Source: an optimization exercise on an open RTL-to-GDS flow (aim: small area, a short achievable clock period and few clock cycles). Production flows keep margins and buffers that such runs may drop.
Function was checked by simulation only, so behaviour that the tests miss may differ from the original.

Setup of quartz:
==> flow/design.v (excerpt) <==
module mul_div_unit (
  input  logic        clk,
  input  logic        rst,
  input  logic        start,
  input  logic [2:0]  funct3,
  input  logic [31:0] operand_a,
  input  logic [31:0] operand_b,
  input  logic [4:0]  rd_in,
  input  logic        flush,
  output logic        busy,
  output logic        done,
  output logic [31:0] result,
  output logic [4:0]  rd_out
);
clock: 10.0 ns
lec_check: 0
cap_margin: 20
core_margin: 2
core_utilization: 40
cts_buf_list: sky130_fd_sc_hd__clkbuf_4 sky130_fd_sc_hd__clkbuf_8
setup_slack_margin: 5
slew_margin: 20
standard.sh (not shown) runs the stock make flow with config.mk's settings and CLKGATE_MAP_FILE= SYNTH_SCRIPT=/design/flow/synth_recipe.tcl, a recipe that flattens the netlist after the stock synthesis.
==> flow/flow/run.sh <==
#!/bin/bash
# Layout flow: the standard flow (standard.sh, all steps unchanged),
# except that the buffer ORFS puts on every input and output port is the
# plain sky130 buffer (buf_1) instead of the delay-cell buffer it picks by
# default.  Every port still gets its own buffer.
set -euo pipefail
export BUFFER_PORTS_ARGS="-buffer_cell sky130_fd_sc_hd__buf_1"
bash standard.sh > standard.log 2>&1
No stage failed in quartz, and the final checks on the layout all came back clean.
Testbench counts of quartz, summed over its fixed seeds: cycles 56,089.
#### Input delta (amber over quartz)
--- a/flow/design.v
+++ b/flow/design.v
@@ -99,28 +99,30 @@
     cs_c   = {cs_maj, n0_q};
     add_t  = cs_s + cs_c + {36'd0, ci_q};
   end
   logic dacc;
   assign dacc = add_t[36] ^ ~sa_q;
   logic [5:0] lza, lzb;
   logic [4:0] lza_c, lzb_c;
   logic       in_sa, in_sb, in_bz;
+  logic [5:0] dn_s;
   logic [4:0] dn_d;
   logic [4:0] la_q, la_n;    
   assign in_sa = sgn_a_in & operand_a[31];
   assign in_sb = sgn_b_in & operand_b[31];
   mdu_divider u_lza (.value(operand_a ^ {32{operand_a[31]}}), .lz(lza));
   mdu_divider u_lzb (.value(operand_b ^ {32{operand_b[31]}}), .lz(lzb));
   assign lza_c    = (operand_a[31] & ~sgn_a_in) ? 5'd0 : (lza[5] ? 5'd31 : lza[4:0]);
   assign lzb_c    = (operand_b[31] & ~sgn_b_in) ? 5'd0 : (lzb[5] ? 5'd31 : lzb[4:0]);
   assign in_bz    = (operand_b == 32'd0);
-  assign dn_d     = cnt_q - la_q;
-  assign dn_done  = s_dn & (bz_q | (cnt_q < la_q));
-  assign dn_act   = s_dn & ~(bz_q | (cnt_q < la_q));
+  assign dn_s     = {1'b0, cnt_q} - {1'b0, la_q} + {5'd0, sa_q};
+  assign dn_d     = dn_s[4:0];
+  assign dn_done  = s_dn & (bz_q | dn_s[5]);
+  assign dn_act   = s_dn & ~(bz_q | dn_s[5]);
   localparam int MAXZ = 1;
   logic last_ms, ds_last, rem_fix;
   logic [4:0] cnt_ms;
   assign cnt_ms  = cnt_q - {3'd0, m_q} - 5'd1;
   assign last_ms = (cnt_ms == 5'd0);
   assign ds_last = (cnt_q == 5'd0);
   assign rem_fix = op_q[1];
   always_comb begin
@@ -129,17 +131,17 @@
     s_fx_n = 1'b0;
     s_ms_n = 1'b0;
     s_ma_n = 1'b0;
     done_n = 1'b0;
     sa_n   = sa_q;
     ds_n   = ds_q;
     fxn_n  = ~dacc | sa_q;
     bz_n   = in_bz;
-    la_n   = lza_c - {4'd0, in_sa};
+    la_n   = lza_c;
     d1_n   = s_dn;
     c0_n   = dacc;
     if (idle)                 x_n = {sgn_b_in & operand_b[31], operand_b};
     else if (s_ds & ~ds_last) x_n = {x_q[32], x_q[32:1]};
     else                      x_n = x_q << (s_dn ? dn_d : 5'd0);
     if (idle)      r_n = funct3[2] ? {sgn_a_in & operand_a[31], operand_a} : 33'd0;
     else if (s_ms) begin
       case (m_q)
### Flow results
amber: number of unique standard cell types used by synthesis is 8 lower than what quartz reported. When amber is measured against quartz, its non-clock inverter instance count of the final layout turns out about 1.2% higher. quartz → amber: share of the synthesized netlist area taken by xor and xnor gates decreased 0.34 points; starting utilization of the core area essentially unchanged; final instance area increased 0.61%. Measured against each other, quartz and amber differ in post-route fraction of the period consumed by the critical path, the higher figure coming from amber. Post-route minimum period on amber is behind quartz.
Testbench counts of amber, summed over its fixed seeds: cycles 56,089.

[re-timing with driven ports]
No port has a modelled driver above. Below, the same layouts with a new extraction and two added sets of constraints. Step 1 (the two cells are an assumption about what drives the block):
set clk [get_ports {clk}]
set_driving_cell -lib_cell sky130_fd_sc_hd__clkbuf_16 $clk
set_driving_cell -lib_cell sky130_fd_sc_hd__buf_2 [delete_from_list [all_inputs] $clk]
Step 2 adds t to the input delays and takes it off the output delays; t is the mean of the earliest and latest rising clock arrival at the registers after step 1. Input paths then give back, and output paths get back, about the clock's delay inside the block. Three values: ideal, step 1, step 2; two values: the first two.
| run | shift t [ns] | setup WS [ns] | worst hold slack (ns) | clock arrival spread, ns |
|---|---|---|---|---|
| quartz | 0.543 | 5.197 / 5.197 / 5.075 | 0.548 / 0.548 / 0.548 | 0.018 / 0.018 |
| amber | 0.538 | 5.139 / 5.089 / 4.973 | 0.568 / 0.568 / 0.568 | 0.023 / 0.023 |
After both steps setup and hold are still met in every run listed. The setup slack of amber, which loses most, moves by -0.050 ns with the drivers and by -0.166 ns with both steps.
